Source: an optimization exercise on an open RTL-to-GDS flow (aim: small area). Production flows keep margins and buffers that such runs may drop. The RTL was checked by simulation tests, not by an equivalence proof against the original design. No driver is modelled on the clock port, so clock power and skew are understated where the tree is cut down; a real chip needs a root buffer or a tree. Power and IR drop assume default switching activity.

==> flow/design.v <==
package cpu16_pkg;
    localparam int WORD_W    = 16;
    localparam int NUM_REGS  = 8;
    localparam int NUM_LANES = 2;
    localparam int MEM_WORDS = 256;
    localparam int LANE_W    = (NUM_LANES > 1) ? $clog2(NUM_LANES) : 1;
    localparam int REGVAL_W  = NUM_REGS * WORD_W;
    localparam int ISSUE_W   = 16 + 2 * WORD_W + 2;
    localparam int RESULT_W  = 16 + 2 + 2 * WORD_W;
    localparam int RETIRE_W  = 16 + 1 + WORD_W;
    typedef logic [WORD_W-1:0]   word_t;
    typedef logic [15:0]         instr_t;
    typedef logic [2:0]          reg_idx_t;
    typedef logic [7:0]          mem_addr_t;
    typedef logic [LANE_W-1:0]   lane_idx_t;
    typedef logic [REGVAL_W-1:0] regval_t;
    typedef enum logic [3:0] {
        OP_ADD = 4'h0,
        OP_SUB = 4'h1,
        OP_AND = 4'h2,
        OP_OR  = 4'h3,
        OP_XOR = 4'h4,
        OP_SHL = 4'h5,
        OP_LDI = 4'h6,
        OP_LD  = 4'h7,
        OP_NOP = 4'hf
    } opcode_t;
    typedef struct packed {
        instr_t instr;
        word_t  a;
        word_t  b;
        logic   iswb;
        logic   isld;
    } issue_t;
    typedef struct packed {
        instr_t instr;
        logic   iswb;
        logic   isld;
        word_t  aluresult;
        word_t  ldresult;
    } lane_result_t;
    typedef struct packed {
        instr_t instr;
        logic   written;
        word_t  result;
    } retire_t;
    typedef struct packed {
        logic     valid;
        reg_idx_t idx;
        word_t    value;
    } commit_t;
endpackage
`timescale 1ns/100ps
module cpu16_backend
(
    input  logic         clk,
    input  logic         reset,
    input  logic         in_valid,
    output logic         in_ready,
    input  logic [15:0]  in_instr,
    output logic         retire_valid,
    input  logic         retire_ready,
    output logic [32:0]  retire,
    output logic [127:0] regval
);
    logic [127:0] rf;      
    logic [15:0] ins;      
    logic [15:0] acc;      
    logic [1:0]  ph;       
    logic [3:0]  cnt;      
    logic        c;        
    wire [3:0]  op     = ins[15:12];
    wire        nop    = op[3];
    wire [2:0]  rd     = ins[10:8];
    wire        is_sub = (op[2:0] == 3'd1);
    wire        is_log = (op[2:1] == 2'd1) || (op[2:0] == 3'd4);
    wire        is_shl = (op[2:0] == 3'd5);
    wire        is_ldi = (op[2:0] == 3'd6);
    wire        is_ld  = (op[2:0] == 3'd7);
    wire [2:0]  sel  = (ph == 2'd1) ? ins[7:5] : ins[4:2];
    logic [15:0] rv;
    always_comb begin
        case (sel)
            3'd0: rv = rf[15:0];
            3'd1: rv = rf[31:16];
            3'd2: rv = rf[47:32];
            3'd3: rv = rf[63:48];
            3'd4: rv = rf[79:64];
            3'd5: rv = rf[95:80];
            3'd6: rv = rf[111:96];
            default: rv = rf[127:112];
        endcase
    end
    wire        rbit = rv[cnt];
    wire [3:0]  k    = rv[3:0];
    wire        ibit = ins[cnt[2:0]];
    wire        first = (cnt == 4'd0);
    wire        last  = (cnt == 4'd15);
    wire        kend  = (cnt == ~k);
    wire        bop  = is_ld ? (ibit && cnt < 4'd5) : rbit;
    wire        bx   = bop ^ is_sub;
    wire        ci   = first ? ((ph == 2'd3) ? (acc[7:4] == 4'd0) : is_sub) : c;
    wire        a0   = acc[0];
    logic nb;      
    logic cn;      
    logic fin;     
    always_comb begin
        nb  = 1'b0;
        cn  = ci;
        fin = 1'b0;
        case (ph)
            2'd1: begin
                if (nop)
                    nb = 1'b0;
                else if (is_ldi)
                    nb = ibit && !cnt[3];
                else
                    nb = rbit;
                fin = last && (nop || is_ldi);
            end
            2'd2: begin
                if (is_shl) begin
                    nb = a0 && !ci;
                    cn = ci || kend;
                end else if (is_log) begin
                    nb = (op[2:0] == 3'd2) ? (a0 & bop) :
                         (op[2:0] == 3'd3) ? (a0 | bop) : (a0 ^ bop);
                end else begin
                    nb = a0 ^ bx ^ ci;
                    cn = (a0 & bx) | (a0 & ci) | (bx & ci);
                end
                fin = last && !is_shl && !is_ld;
            end
            default: begin
                if (is_shl) begin
                    nb  = a0;
                    fin = kend;
                end else begin
                    nb  = ci && (cnt[3:2] == 2'd0 ? a0 :
                                 cnt[3:2] == 2'd1 ? acc[12] : (cnt == 4'd12));
                    fin = last;
                end
            end
        endcase
    end
    wire [15:0] accn = {nb, acc[15:1]};
    assign in_ready = (ph == 2'd0) && !retire_valid;
    assign retire   = {ins, !nop, acc};
    always_ff @(posedge clk) begin
        if (reset) begin
            ph           <= 2'd0;
            retire_valid <= 1'b0;
        end else begin
            if (ph == 2'd0) begin
                if (in_valid && in_ready)
                    ph <= 2'd1;
            end else if (fin) begin
                ph <= 2'd0;
            end else if (last) begin
                ph <= ph + 2'd1;
            end
            if (ph != 2'd0 && fin)
                retire_valid <= 1'b1;
            else if (retire_ready)
                retire_valid <= 1'b0;
        end
    end
    always_ff @(posedge clk) begin
        if (in_valid && in_ready)
            ins <= in_instr;
    end
    always_ff @(posedge clk) begin
        if (ph == 2'd0)
            cnt <= 4'd0;
        else
            cnt <= cnt + 4'd1;
        c <= cn;
        if (ph != 2'd0)
            acc <= accn;
    end
    wire        wr = ph != 2'd0 && fin && !nop;
    wire [15:0] wd = accn & {16{!reset}};
    always_ff @(posedge clk) begin
        for (int i = 0; i < 8; i++) begin
            if (reset || (wr && rd == 3'(i)))
                rf[i*16 +: 16] <= wd;
        end
    end
    assign regval = rf;
endmodule
clock: 5.0 ns
lec_check: 0
cap_margin: 20
core_margin: 2
core_utilization: 40
place_density: 0.6
slew_margin: 20
standard.sh (not shown) runs the stock make flow with config.mk's settings and CLKGATE_MAP_FILE= SYNTH_SCRIPT=/design/flow/synth_recipe.tcl, a recipe that flattens the netlist after the stock synthesis.
==> flow/flow/run.sh <==
#!/bin/bash
# Own layout flow: the standard ORFS flow (standard.sh) with these changes:
#  - synthesis runs flow/synth.tcl, which is synth_recipe.tcl with the final ABC
#    mapping done by the area-oriented script flow/area.abc (no delay target);
#    registers are untouched, so they match the standard synthesis;
#  - every port still gets its own buffer, but a buf_1 rather than the default cell;
#  - clock tree synthesis uses small clock buffers and no dummy loads.
# Each tool's output goes to ORFS's own logs under orfs/logs; make's to flow.log.
set -euo pipefail
W=$PWD
export AREA_ABC_SCRIPT=$W/flow/area.abc
export BUFFER_PORTS_ARGS="-buffer_cell sky130_fd_sc_hd__buf_1"
export CTS_ARGS="-sink_clustering_enable -repair_clock_nets -dont_use_dummy_load -sink_clustering_size 40 -sink_clustering_max_diameter 120 -buf_list {sky130_fd_sc_hd__clkbuf_8}"
sed "s|SYNTH_SCRIPT=[^ ]*|SYNTH_SCRIPT=$W/flow/synth.tcl|" standard.sh > own_standard.sh
bash own_standard.sh finish > flow.log 2>&1
==> flow/flow/area.abc <==
strash
&get -n
&st
&dch -f
&nf -a -R 1000
&put
topo
==> flow/flow/synth.tcl <==
# The standard flow's synthesis script (synth_recipe.tcl) with one change: the final ABC
# mapping runs an area-oriented script, without a delay target.
proc synth {args} { yosys synth -nofsm -noshare {*}$args }
proc abc {args} {
  set i [lsearch -exact $args -script]
  if {$i >= 0} { set args [lreplace $args [expr {$i + 1}] [expr {$i + 1}] $::env(AREA_ABC_SCRIPT)] }
  set i [lsearch -exact $args -D]
  if {$i >= 0} { set args [lreplace $args $i [expr {$i + 1}]] }
  puts "area abc: $args"
  yosys abc {*}$args
}
source $::env(SCRIPTS_DIR)/synth.tcl
# left out here: clear keep_hierarchy, flatten, clean up, hide names made inside functions, write 1_2_yosys.v
Change:
--- a/flow/design.v
+++ b/flow/design.v
@@ -67,10 +67,11 @@
     logic [15:0] ins;      
     logic [15:0] acc;      
     logic [1:0]  ph;       
     logic [3:0]  cnt;      
     logic        c;        
+    logic        wb;       
     wire [3:0]  op     = ins[15:12];
     wire        nop    = op[3];
     wire [2:0]  rd     = ins[10:8];
     wire        is_sub = (op[2:0] == 3'd1);
     wire        is_log = (op[2:1] == 2'd1) || (op[2:0] == 3'd4);
@@ -92,76 +93,78 @@
         endcase
     end
     wire        rbit = rv[cnt];
     wire [3:0]  k    = rv[3:0];
     wire        ibit = ins[cnt[2:0]];
-    wire        first = (cnt == 4'd0);
     wire        last  = (cnt == 4'd15);
     wire        kend  = (cnt == ~k);
     wire        bop  = is_ld ? (ibit && cnt < 4'd5) : rbit;
     wire        bx   = bop ^ is_sub;
-    wire        ci   = first ? ((ph == 2'd3) ? (acc[7:4] == 4'd0) : is_sub) : c;
     wire        a0   = acc[0];
+    wire        sum  = a0 ^ bx ^ c;
+    wire        cry  = (a0 & bx) | (a0 & c) | (bx & c);
+    wire        is_ao = (op[2:1] == 2'd1);
     logic nb;      
     logic cn;      
     logic fin;     
     always_comb begin
         nb  = 1'b0;
-        cn  = ci;
+        cn  = c;
         fin = 1'b0;
         case (ph)
             2'd1: begin
                 if (nop)
                     nb = 1'b0;
                 else if (is_ldi)
                     nb = ibit && !cnt[3];
                 else
                     nb = rbit;
                 fin = last && (nop || is_ldi);
+                cn  = is_sub || (op[2:0] == 3'd3);
             end
             2'd2: begin
                 if (is_shl) begin
-                    nb = a0 && !ci;
-                    cn = ci || kend;
-                end else if (is_log) begin
-                    nb = (op[2:0] == 3'd2) ? (a0 & bop) :
-                         (op[2:0] == 3'd3) ? (a0 | bop) : (a0 ^ bop);
+                    nb = a0 && !c;
+                    cn = c || kend;
                 end else begin
-                    nb = a0 ^ bx ^ ci;
-                    cn = (a0 & bx) | (a0 & ci) | (bx & ci);
+                    nb = is_ao ? cry : sum;
+                    if (!is_log)
+                        cn = last ? (acc[8:5] == 4'd0) : cry;
                 end
                 fin = last && !is_shl && !is_ld;
             end
             default: begin
                 if (is_shl) begin
                     nb  = a0;
                     fin = kend;
                 end else begin
-                    nb  = ci && (cnt[3:2] == 2'd0 ? a0 :
-                                 cnt[3:2] == 2'd1 ? acc[12] : (cnt == 4'd12));
+                    nb  = c && (cnt[3:2] == 2'd0 ? a0 :
+                                cnt[3:2] == 2'd1 ? acc[12] : (cnt == 4'd12));
                     fin = last;
                 end
             end
         endcase
     end
     wire [15:0] accn = {nb, acc[15:1]};
-    assign in_ready = (ph == 2'd0) && !retire_valid;
+    assign in_ready = (ph == 2'd0) && !wb && !retire_valid;
     assign retire   = {ins, !nop, acc};
     always_ff @(posedge clk) begin
         if (reset) begin
             ph           <= 2'd0;
+            wb           <= 1'b0;
             retire_valid <= 1'b0;
         end else begin
             if (ph == 2'd0) begin
                 if (in_valid && in_ready)
                     ph <= 2'd1;
             end else if (fin) begin
                 ph <= 2'd0;
             end else if (last) begin
                 ph <= ph + 2'd1;
             end
-            if (ph != 2'd0 && fin)
+            wb <= ph != 2'd0 && fin;
+            if (wb)
                 retire_valid <= 1'b1;
             else if (retire_ready)
                 retire_valid <= 1'b0;
         end
     end
@@ -176,12 +179,12 @@
             cnt <= cnt + 4'd1;
         c <= cn;
         if (ph != 2'd0)
             acc <= accn;
     end
-    wire        wr = ph != 2'd0 && fin && !nop;
-    wire [15:0] wd = accn & {16{!reset}};
+    wire        wr = wb && !nop;
+    wire [15:0] wd = acc & {16{!reset}};
     always_ff @(posedge clk) begin
         for (int i = 0; i < 8; i++) begin
             if (reset || (wr && rd == 3'(i)))
                 rf[i*16 +: 16] <= wd;
         end
Effect: The new run ran to the end with no violations. Cell area went down by a few percent. Final cell count went down by a few percent. Power went up by well over a third. Synthesized area stays flat. Worst hold slack gets better by 14 ps. Global-route usage barely changes. Utilization went down by 1.3 points. Sequential cell count went up by 1. Routed wire length went up slightly. Worst setup slack gets better by 47 ps. Maximum frequency went up slightly.

---

## JK
cpu16_backend, a different RTL version from the one above (not shown whole).
Size: about 170 flip-flops, roughly 180 I/O pins.
==> module cpu16_backend, before the edit <==
module cpu16_backend
(
    input  logic         clk,
    input  logic         reset,
    input  logic         in_valid,
    output logic         in_ready,
    input  logic [15:0]  in_instr,
    output logic         retire_valid,
    input  logic         retire_ready,
    output logic [32:0]  retire,
    output logic [127:0] regval
);
    logic [127:0] rf;      
    logic [15:0] ins;      
    logic [15:0] acc;      
    logic [1:0]  ph;       
    logic [3:0]  cnt;      
    logic        c;        
    logic        wb;       
    wire [3:0]  op     = ins[15:12];
    wire        nop    = op[3];
    wire [2:0]  rd     = ins[10:8];
    wire        is_sub = (op[2:0] == 3'd1);
    wire        is_log = (op[2:1] == 2'd1) || (op[2:0] == 3'd4);
    wire        is_shl = (op[2:0] == 3'd5);
    wire        is_ldi = (op[2:0] == 3'd6);
    wire        is_ld  = (op[2:0] == 3'd7);
    wire [2:0]  sel   = (ph == 2'd0) ? ins[10:8] : (ph == 2'd1) ? ins[7:5] : ins[4:2];
    wire        rzero = (ph == 2'd0) && nop;
    logic [15:0] rv;
    always_comb begin
        if (rzero)
            rv = 16'h0000;
        else case (sel)
            3'd0: rv = rf[15:0];
            3'd1: rv = rf[31:16];
            3'd2: rv = rf[47:32];
            3'd3: rv = rf[63:48];
            3'd4: rv = rf[79:64];
            3'd5: rv = rf[95:80];
            3'd6: rv = rf[111:96];
            default: rv = rf[127:112];
        endcase
    end
    wire        rbit = rv[cnt];
    wire [3:0]  k    = rv[3:0];
    wire        ibit = ins[cnt[2:0]];
    wire        last  = (cnt == 4'd15);
    wire        kend  = (cnt == ~k);
    wire        bop  = is_ld ? (ibit && cnt < 4'd5) : rbit;
    wire        bx   = bop ^ is_sub;
    wire        a0   = acc[0];
    wire        sum  = a0 ^ bx ^ c;
    wire        cry  = (a0 & bx) | (a0 & c) | (bx & c);
    wire        is_ao = (op[2:1] == 2'd1);
    logic nb;      
    logic cn;      
    logic fin;     
    always_comb begin
        nb  = 1'b0;
        cn  = c;
        fin = 1'b0;
        case (ph)
            2'd1: begin
                if (nop)
                    nb = 1'b0;
                else if (is_ldi)
                    nb = ibit && !cnt[3];
                else
                    nb = rbit;
                fin = last && (nop || is_ldi);
                cn  = is_sub || (op[2:0] == 3'd3);
            end
            2'd2: begin
                if (is_shl) begin
                    nb = a0 && !c;
                    cn = c || kend;
                end else begin
                    nb = is_ao ? cry : sum;
                    if (!is_log)
                        cn = last ? (acc[8:5] == 4'd0) : cry;
                end
                fin = last && !is_shl && !is_ld;
            end
            default: begin
                if (is_shl) begin
                    nb  = a0;
                    fin = kend;
                end else begin
                    nb  = c && (cnt[3:2] == 2'd0 ? a0 :
                                cnt[3:2] == 2'd1 ? acc[12] : (cnt == 4'd12));
                    fin = last;
                end
            end
        endcase
    end
    wire [15:0] accn = {nb, acc[15:1]};
    assign in_ready = (ph == 2'd0) && !wb && !retire_valid;
    assign retire   = {ins, !nop, rv};
    always_ff @(posedge clk) begin
        if (reset) begin
            ph           <= 2'd0;
            wb           <= 1'b0;
            retire_valid <= 1'b0;
        end else begin
            if (ph == 2'd0) begin
                if (in_valid && in_ready)
                    ph <= 2'd1;
            end else if (fin) begin
                ph <= 2'd0;
            end else if (last) begin
                ph <= ph + 2'd1;
            end
            wb <= ph != 2'd0 && fin;
            if (wb)
                retire_valid <= 1'b1;
            else if (retire_ready)
                retire_valid <= 1'b0;
        end
    end
    always_ff @(posedge clk) begin
        if (in_valid && in_ready)
            ins <= in_instr;
    end
    always_ff @(posedge clk) begin
        if (ph == 2'd0)
            cnt <= 4'd0;
        else
            cnt <= cnt + 4'd1;
        c <= cn;
        acc <= accn;
    end
    wire        wr = wb && !nop;
    wire [15:0] wd = acc & {16{!reset}};
    always_ff @(posedge clk) begin
        for (int i = 0; i < 8; i++) begin
            if (reset || (wr && rd == 3'(i)))
                rf[i*16 +: 16] <= wd;
        end
    end
    assign regval = rf;
endmodule
==> flow/config.mk <==
export PLATFORM = sky130hd
export DESIGN_NAME = cpu16_backend
export DESIGN_NICKNAME = cpu16_backend
export VERILOG_FILES = /design/flow/design.v
export SDC_FILE = /design/flow/constraint.sdc
export NUM_CORES = 4
export LEC_CHECK = 0
export CAP_MARGIN = 20
export CORE_MARGIN = 2
export CORE_UTILIZATION = 60
export PLACE_DENSITY = 0.75
export SLEW_MARGIN = 20
==> flow/constraint.sdc <==
create_clock -name core_clock -period 5.0 [get_ports {clk}]
set_input_delay 1.0000 -clock core_clock [delete_from_list [all_inputs] [get_ports {clk}]]
set_output_delay 1.0000 -clock core_clock [all_outputs]
set_load 0.01 [all_outputs]
==> flow/flow/run.sh <==
#!/bin/bash
# Own layout flow: the standard ORFS flow (standard.sh) with these changes:
#  - synthesis runs flow/synth.tcl, which is synth_recipe.tcl with the final ABC
#    mapping done by the area-oriented script flow/area.abc (no delay target);
#    registers are untouched, so they match the standard synthesis;
#  - every port still gets its own buffer, but a buf_1 rather than the default cell;
#  - the clock tree is built by flow/manual_cts.tcl (run as ORFS's PRE_CTS_TCL
#    hook): one root clock buffer driving leaf clock buffers, each driving a
#    compact cluster of at most about 17 flip-flops (more leaves if the
#    estimated clock-pin slew exceeds 110 ps); ORFS's own
#    clock_tree_synthesis is skipped, the rest of its CTS step runs as usual.
# Each tool's output goes to ORFS's own logs under orfs/logs; make's to flow.log.
set -euo pipefail
W=$PWD
export AREA_ABC_SCRIPT=$W/flow/area.abc
export BUFFER_PORTS_ARGS="-buffer_cell sky130_fd_sc_hd__buf_1"
export PRE_CTS_TCL=$W/flow/manual_cts.tcl
export MCTS_SINKS=17
export MCTS_MAX_SLEW=0.110
export MCTS_LEAF_CELL=sky130_fd_sc_hd__clkbuf_8
export MCTS_ROOT_CELL=sky130_fd_sc_hd__clkbuf_8
sed "s|SYNTH_SCRIPT=[^ ]*|SYNTH_SCRIPT=$W/flow/synth.tcl|" standard.sh > own_standard.sh
bash own_standard.sh finish > flow.log 2>&1
Scripts as last shown in full above: flow/flow/synth.tcl
Other scripts of this flow, unchanged in this note and not shown: flow/flow/area.abc, flow/flow/manual_cts.tcl
JK reached the final stage; the timing, design-rule and antenna checks on its layout passed.
> inputs changed (JK -> MS)
-- flow/design.v --
<<< JK, line 66
    logic [127:0] rf;      
    logic [15:0] ins;      
    logic [15:0] acc;      
    logic [1:0]  ph;       
    logic [3:0]  cnt;      
>>> MS, line 66
    logic [127:0] rf;      
    logic [15:0] ins;      
    logic [15:0] acc_n;    
    wire  [15:0] acc = ~acc_n;
    logic [1:0]  ph;       
    logic [3:0]  cnt;      
<<< JK, line 182
            cnt <= cnt + 4'd1;
        c <= cn;
        acc <= accn;
    end
    wire        wr = wb && !nop;
>>> MS, line 183
            cnt <= cnt + 4'd1;
        c <= cn;
        acc_n <= ~accn;
    end
    wire        wr = wb && !nop;
<<< JK, line 188
    always_ff @(posedge clk) begin
        for (int i = 0; i < 8; i++) begin
            if (reset || (wr && rd == 3'(i)))
                rf[i*16 +: 16] <= wd;
        end
>>> MS, line 189
    always_ff @(posedge clk) begin
        for (int i = 0; i < 8; i++) begin
            if (reset || (wr && sel == 3'(i)))
                rf[i*16 +: 16] <= wd;
        end
Notes after the runs:
In MS, the internal power came out about 43% above the value in JK.
From JK to MS the numbers moved as follows: highest cell delay on the worst timing path held; area growth from synthesis to layout went up 2.0 points.
Cell area | MS vs JK | MS larger
A biggest power consumer among the groups of sequential cells is what JK shows, while combinational logic belongs to MS.
MS against JK: synthesized cell count climbed 9; post-route core utilization climbed 1.1 points; sequential power climbed about 17%; setup slack climbed 0.071 ns.
In every run of this note, the design's own scripts or RTL, not TritonCTS, make the clock network.

[what the ideal ports hide]
In the flow no input, the clock included, has a driving cell. The finished layouts below were timed again as built, in two steps. Step 1: set_driving_cell puts a clkbuf_16 on clk and a buf_2 on each other input, an assumption about the parent block. Step 2 times the ports against the registers' clock, not the clock port: input delays grow and output delays shrink by t, the midpoint of the rising clock arrivals with the driver on. Slacks: no drivers / after step 1 / after step 2; pairs: no drivers / after step 1.
| run | t (ns) | setup WS [ns] | hold slack, ns | worst register clock-pin slew, ns | worst slew at a driven data input, ns |
|---|---|---|---|---|---|
| the first run of note 1 | 0.480 | 0.391 / 0.391 / 0.391 | 0.478 / 0.478 / 0.478 | 0.10 / 0.10 | 0.04 |
| the second run of note 1 | 0.476 | 0.438 / 0.438 / 0.438 | 0.491 / 0.491 / 0.491 | 0.10 / 0.10 | 0.04 |
| JK | 0.448 | 0.313 / 0.313 / 0.313 | 0.350 / 0.350 / 0.350 | 0.10 / 0.10 | 0.04 |
| MS | 0.455 | 0.384 / 0.384 / 0.384 | 0.357 / 0.357 / 0.357 | 0.10 / 0.10 | 0.03 |
After both steps setup and hold are still met in every run listed.
